This is an optimization exercise on Yosys and OpenROAD, whose aim is small area, not a production implementation. Function was checked by simulation only, so behaviour that the tests miss may differ from the original.

==> flow/design.v (outline; a module is shown in full before it is edited, if it fits) <==
// module cordic_top: 1332 lines
module cordic_top (
    input  logic               i_clk,
    input  logic               i_reset,
    input  logic               i_valid,
    input  logic signed [31:0] i_x,
    input  logic signed [31:0] i_y,
    input  logic signed [31:0] i_angle,
    output logic               o_valid,
    output logic signed [31:0] o_x,
    output logic signed [31:0] o_y
);
  // ...
==> flow/run.sh <==
#!/bin/bash
# synth_recipe.tcl (not shown) runs the flow's synth.tcl, then flattens the netlist and writes it again
# the make line also repeats each setting of config.mk as NAME=value (left out here)
make -C /OpenROAD-flow-scripts/flow DESIGN_CONFIG=/design/flow/config.mk WORK_HOME=/design/flow/orfs CLKGATE_MAP_FILE= SYNTH_SCRIPT=/design/flow/synth_recipe.tcl finish
==> flow/config.mk <==
export PLATFORM = sky130hd
export DESIGN_NAME = cordic_top
export DESIGN_NICKNAME = cordic_top
export VERILOG_FILES = /design/flow/design.v
export SDC_FILE = /design/flow/constraint.sdc
export NUM_CORES = 4
export LEC_CHECK = 0
export CAP_MARGIN = 20
export CORE_MARGIN = 2
export CORE_UTILIZATION = 45
export CTS_BUF_LIST = sky130_fd_sc_hd__clkbuf_8
export GPL_TIMING_DRIVEN = 0
export SLEW_MARGIN = 20
==> flow/constraint.sdc <==
create_clock -name core_clock -period 6.0 [get_ports {i_clk}]
set_input_delay 1.2000 -clock core_clock [delete_from_list [all_inputs] [get_ports {i_clk}]]
set_output_delay 1.2000 -clock core_clock [all_outputs]
set_load 0.01 [all_outputs]
==> Flow_metrics.wiki, run 1 <==
{| class="wikitable"
! Metric !! Value
|-
| Run status || no timing/DRC/antenna violations
|-
| Top-count cell post-synth || ha_1
|-
| Count of final setup violators || 0
|-
| Count of clock buffers in the final design || 266
|-
| Maximum buffer depth of the clock tree || 3
|-
| Buffers, non-clock || roughly 550
|-
| Share of post-route cells with drive strength above 1 || 0.08557
|-
| Critical path capture point || x_r15[31]$_DFF_P_
|-
| Resized cells post-CTS || between 300 and 400
|-
| Netlist cell types || approximately 100
|-
| Maximum cell stage delay along the critical path || approximately 0.35 ns
|-
| Routing usage on met1 || 0.2728
|-
| Area of the die || roughly 0.23 sq mm
|-
| Fillers || about 21,000
|-
| Diode insertion count for antenna repair || 8
|-
| Total congestion overflow || 0
|-
| Met3 routed wirelength || 8.010 mm
|-
| Summed negative setup slack over all endpoints || 0 ns
|-
| Register share of the cell area || 0.2188
|-
| Placed cells || 14,630
|-
| Met2 demand-to-capacity share in global routing || 0.3980
|-
| Wire length on met1 || about 120 mm
|-
| Reg-to-reg critical path endpoint || x_r15[31]$_DFF_P_
|-
| Worst Path Buf+Inv || 3
|-
| Most used cells in the layout excluding fill and tap cells || 1,461 x ha_1, 1,424 x xnor2_1, 1,228 x dfxtp_1, 706 x nor2_1, 693 x inv_1
|-
| Worst-path maximum fanout || 6
|-
| Clock tree root buffer cell || clkbuf_8
|-
| Clock Latency Late Sink || around 1.0 ns
|-
| Final cell count without fillers || between 15,000 and 20,000
|-
| H-tree Lvls || 4
|}
==> run 2, diff against run 1 <==
--- a/flow/design.v
+++ b/flow/design.v
@@ -665,48 +665,52 @@
     logic signed [30:0] x_r21;
     logic signed [30:0] y_r21;
     logic [0:0] cx_r21;
     logic [0:0] cy_r21;
     logic [0:0] flip_r21;
     logic [0:0] ex_r21;
     logic [0:0] q1_r21;
     logic v_r21;
-    logic pax, pbx;
-    assign pax = cx_r21 ^ flip_r21;
-    assign pbx = ~flip_r21;
-    logic pay, pby;
-    assign pay = cy_r21 ^ q1_r21;
-    assign pby = ~q1_r21;
     logic signed [30:0] g6x, gt6x, gs6x;
     assign gs6x = x_r21 >>> 11;
     assign gt6x = ~gs6x & {31{~ex_r21}};
-    assign g6x = 31'(add_x(32'(x_r21), 32'(gt6x), ~cx_r21 & ~ex_r21, pax));
+    assign g6x = 31'(add_c(32'(x_r21), 32'(gt6x), ~cx_r21 & ~ex_r21));
     logic signed [30:0] g6y, gt6y, gs6y;
     assign gs6y = y_r21 >>> 11;
     assign gt6y = ~gs6y & {31{~ex_r21}};
-    assign g6y = 31'(add_x(32'(y_r21), 32'(gt6y), ~cy_r21 & ~ex_r21, pay));
+    assign g6y = 31'(add_c(32'(y_r21), 32'(gt6y), ~cy_r21 & ~ex_r21));
+    logic pax, pbx;
+    assign pax = cx_r21 ^ flip_r21;
+    assign pbx = ex_r21 ? ~flip_r21 : ~(cx_r21 ^ flip_r21);
+    logic pay, pby;
+    assign pay = cy_r21 ^ q1_r21;
+    assign pby = ex_r21 ? ~q1_r21 : ~(cy_r21 ^ q1_r21);
     logic signed [30:0] x_r22;
     logic signed [30:0] y_r22;
     logic [0:0] cx_r22;
     logic [0:0] cy_r22;
+    logic [0:0] pax_r22;
     logic [0:0] pbx_r22;
+    logic [0:0] pay_r22;
     logic [0:0] pby_r22;
     logic [0:0] flip_r22;
     logic [0:0] ex_r22;
     logic [0:0] q1_r22;
     logic v_r22;
-    logic signed [30:0] fbx, fx, fsx;
+    logic signed [30:0] fax, fbx, fx, fsx;
     assign fsx = x_r22 >>> 14;
-    assign fbx = ex_r22 ? {31{pbx_r22}} : ~fsx;
-    assign fx = 31'(add_f(32'(x_r22), 32'(fbx), 1'b1));
-    logic signed [30:0] fby, fy, fsy;
+    assign fax = x_r22 ^ {31{pax_r22}};
+    assign fbx = (fsx & {31{~ex_r22}}) ^ {31{pbx_r22}};
+    assign fx = 31'(add_f(32'(fax), 32'(fbx), 1'b1));
+    logic signed [30:0] fay, fby, fy, fsy;
     assign fsy = y_r22 >>> 14;
-    assign fby = ex_r22 ? {31{pby_r22}} : ~fsy;
-    assign fy = 31'(add_f(32'(y_r22), 32'(fby), 1'b1));
+    assign fay = y_r22 ^ {31{pay_r22}};
+    assign fby = (fsy & {31{~ex_r22}}) ^ {31{pby_r22}};
+    assign fy = 31'(add_f(32'(fay), 32'(fby), 1'b1));
     assign o_x = {fx[30], fx};
     assign o_y = {fy[30], fy};
     assign o_valid = v_r22;
     always_ff @(posedge i_clk) begin
         x_r1 <= xm2;
         y_r1 <= ym2;
         z_r1 <= z3;
         d1_r1 <= d1;
@@ -847,17 +851,19 @@
         cy_r21 <= cy_r20;
         flip_r21 <= flip_r20;
         ex_r21 <= ex_r20;
         q1_r21 <= q1_r20;
         x_r22 <= g6x;
         y_r22 <= g6y;
         cx_r22 <= cx_r21;
         cy_r22 <= cy_r21;
+        pax_r22 <= pax;
         pbx_r22 <= pbx;
+        pay_r22 <= pay;
         pby_r22 <= pby;
         flip_r22 <= flip_r21;
         ex_r22 <= ex_r21;
         q1_r22 <= q1_r21;
     end
     always_ff @(posedge i_clk or negedge i_reset) begin
         if (!i_reset) begin
             v_r1 <= 1'b0;
==> Flow_metrics.wiki, run 2 <==
{| class="wikitable"
! Metric !! Value
|-
| Maximum buffer depth of the clock tree || 3 (unchanged)
|-
| Placer congestion estimate || roughly 0.9
|-
| Clock tree root buffer cell || clkbuf_8
|-
| Row cnt || between 150 and 200
|-
| Final clock period utilization by the worst path || 1.012
|-
| Proportion of synthesized flip-flops having asynchronous set or reset || 0.01194
|-
| Arr. time, crit path || approximately 4.9 ns
|-
| Worst Path Class, Setup || flop to output pin
|-
| Average size of a mapped cell || 8.888 sq um
|-
| Max Fclk || approximately 0.16 GHz
|-
| Count of nets left with antenna violations after detail routing || 0
|-
| Final worst clock skew || approximately 0.052 ns
|-
| Sum of net half-perimeters after detailed placement || between 200 and 250 mm
|-
| Total congestion overflow || 0 (unchanged)
|-
| Register Area || 0.02526 sq mm
|-
| Detail-routed net length per standard cell || around 18 um
|-
| Number of enable-type register cells in the synthesized netlist || 0
|-
| Number of synthesized register bits || 1,256
|-
| Summed negative setup slack over all endpoints || -0.09482 ns (-0.09482 ns)
|-
| Vias in the first global route || just over 80,000
|-
| Most frequent cells after synthesis || 1,466 x ha_1, 1,415 x xnor2_1, 1,241 x dfxtp_1
|-
| H-tree Lvls || 4 (unchanged)
|-
| Die Height || 480.6 um
|-
| Via-per-instance ratio || about 5.3
|-
| Synth Net Count || 13,250
|-
| Starting utilization of the core area || 0.4536
|-
| Kind of start point of the critical path || flop
|-
| Worst Path Buf+Inv || 4 (+1)
|-
| Synthesis-to-finish area growth || 13.66%
|-
| Number of ports placed on the die boundary || 164
|-
| Min-delay worst type || flop to flop
|-
| Post-route cell area || 0.1162 sq mm
|-
| Maximum cell stage delay along the critical path || 0.44 ns (+0.09 ns)
|-
| Clock tree from TritonCTS || done
|-
| Count of final setup violators || 3 (+3)
|-
| Count of hold buffers inserted by post-cts repair || 0
|-
| Leading cell type in the layout, fill and taps excluded || ha_1
|-
| Post-route setup slack || -0.07422 ns
|-
| Post-synthesis cell area || a little over 0.1 sq mm
|-
| Drt first pass iters || 5
|-
| Clock buffer count from CTS || about 220
|-
| Global Route Usage Sum || 0.2276
|-
| Share of the synthesized area in the top cell type || 0.2431
|-
| Detailed-route DRC error count || 0
|-
| Kind of cell adding the most delay to the critical path || compound AO/OA/AOI/OAI gates
|-
| Final count of hold timing violations || 0
|-
| Gate count of the mapped netlist || about 11,000
|-
| Worst-margin pin slew || between 1 and 1.5 ns
|-
| Most area-hungry cell type in the Yosys netlist || dfxtp_1
|-
| Area of the die || 0.2310 sq mm (+0.78%)
|-
| Largest cells by area after synthesis || dfxtp_1 24%, ha_1 18%, xnor2_1 12%, xor2_1 5.3%, fa_1 3.7%
|-
| Detailed-route via count || 80,040
|-
| Cells along the critical path || buf_4 > clkbuf_16 > nand2b_4 > xnor2_4 > ha_4 > a21o_1 > a21o_1 > or3_4 > a21oi_4 > o31ai_4 > a31oi_1 > a21bo_2 > o21ai_2 > or4_4 > a31o_4 > a21oi_4 > xnor2_2 > buf_4 > buf_6
|-
| Data required, critical path || around 4.8 ns
|-
| Antenna violations before repair || 7
|-
| Netlist cell types || 114 (+12%)
|-
| Worst setup EP type || output pin
|-
| Clock transition at the register clock pins on the worst setup and hold paths after CTS || 0.06 ns
|-
| Violation count after the first detailed-route iteration || between 3,000 and 4,000
|-
| Pin count of the biggest net entering global routing || 20
|-
| YS warnings || 1
|-
| # Max-Cap Violations || 0
|-
| Number of buffer cells added on primary ports || roughly 160
|-
| Fillers || 21,080 (+0.26%)
|-
| Standard cell area after detailed placement || around 0.11 sq mm
|-
| Net count reported at finish || about 14,000
|-
| Worst-path maximum fanout || 5 (-1)
|-
| SO Faults || setup timing
|-
| Run status || failed layout checks
|-
| Final count of pins violating max slew || 0
|-
| Total wirelength of the detailed-routed design || ~270 mm
|-
| DIE WIDTH || about 480 um
|-
| Unrepaired setup endpoints after global routing || yes
|-
| Synth Flop Type || dfxtp_1
|-
| Most used cells in the layout excluding fill and tap cells || 1,452 x ha_1, 1,385 x xnor2_1, 1,227 x dfxtp_1, 765 x nor2_1, 705 x inv_1
|-
| Area inside the core boundary || approximately 0.23 sq mm
|-
| Slowest stage cell, crit path || or4_4
|-
| Clock Latency Late Sink || 1.00 ns (-0.04 ns)
|-
| Share of post-route cells with drive strength above 1 || 0.08827 (+0.002696)
|-
| Sequential cell area fraction in the yosys report || 0.2467
|-
| Post-route minimum period || between 6 and 7 ns
|-
| Number of clock sinks || around 1,300
|-
| First-pass GRT wire length || roughly 430 mm
|-
| Top-count cell post-synth || ha_1
|-
| Remaining max-slew budget at the tightest pin || 0.2353
|-
| Area taken by multi-input logic gates || around 0.075 sq mm
|}
==> run 2: cell count changes after synthesis, moves of 38 or more <==
cell | before | now
a21oi_1 | 743 | 655
nand2_1 | 528 | 438
nand2b_1 | 369 | 474
nor2_1 | 711 | 773
o21ai_0 | 377 | 335
xor2_1 | 586 | 624
==> run 2: cell families after synthesis <==
| family | synth area share |
|---|---|
| other | 0.00003669 |
| XOR/XNOR | 0.1781 |
| flip-flops | 0.2467 |
| AND/OR/NAND/NOR | 0.1643 |
| multiplexers | 0.01540 |
| buffers and inverters | 0.03458 |
| AO/OA/AOI/OAI | 0.1445 |
| adder cells (fa/ha/maj) | 0.2163 |
==> run 2: final timing paths <==
check	slack [ns]	cells after the start	endpoint	startpoint
max	-0.07	19	o_y[31]	ex_r22$_DFF_P_
min	0.32	0	q1_r20$_DFF_P_	q1_r19$_DFF_P_
max reg2reg	0.10	31	y_r13[15]$_DFF_P_	ex_r12$_DFF_P_
min reg2reg	0.32	0	q1_r20$_DFF_P_	q1_r19$_DFF_P_
max in group asynchronous	4.96	1	v_r9$_DFF_PN0_	i_reset
min in group asynchronous	0.63	1	v_r13$_DFF_PN0_	i_reset
==> run 2: through the flow <==
stage	cells	utilization	setup slack, ns	hold slack [ns]
global placement	14650	0.4772	-1.784	0.3114
global route	15220	0.5155	-0.3196	0.3225
CTS	15130	0.5086	-0.2650	0.3168
floorplan	11500	-	0.01514	0.3096
finish	15220	0.5155	-0.07422	0.3178
detailed placement	14650	0.4779	-1.799	0.3121
==> run 2: layout make-up <==
type / instances / share of cell area
Sequential cell: 1256 / 0.2174
Inverter: 655 / 0.02118
Antenna cell: 5 / 0.0001077
Tap cell: 2992 / 0.03223
Buffer: 266 / 0.01202
Clock buffer: 266 / 0.03152
Timing Repair Buffer: 323 / 0.02467
Clock inverter: 146 / 0.01218
Multi-Input combinational cell: 9312 / 0.6487
==> run 2: layer usage <==
metal | track usage | wire, um | vias up
li1 | - | - | 40570
met1 | 0.2630 | 113400 | 37600
met2 | 0.4216 | 134500 | 1340
met3 | 0.02785 | 8699 | 529
met4 | 0.09050 | 10870 | 2
met5 | 0 | 13 | -
==> run 2: what timing repair did <==
action,CTS,global route
resized for setup,362,287
gates cloned,1,0
setup buffers,74,86
hold endpoints to repair,0,0
endpoints found under the setup margin,244,128
pin swaps,88,152

-- static timing again, ports no longer ideal --
In the flow no input, the clock included, has a driving cell. The finished layouts below were timed again as built, in two steps.
Step 1, drivers: a clkbuf_16 drives i_clk and a buf_2 each remaining input, both assumed.
Step 2 times the ports against the registers' clock, not the clock port: input delays grow and output delays shrink by t, the midpoint of the rising clock arrivals with the driver on.
Slacks: ideal / step 1 / step 2; pairs: ideal / step 1.
run | t (ns) | setup WS [ns] | worst register clock-pin slew, ns
run 1 | 1.087 | 0.123 / 0.123 / -0.762 | 0.08 / 0.08
run 2 | 1.050 | -0.074 / -0.160 / -0.702 | 0.07 / 0.07
Met with ideal ports but missed after step 2: setup timing in run 1. The setup slack of run 1, which loses most, moves by 0.000 ns with the drivers and by -0.885 ns with both steps.
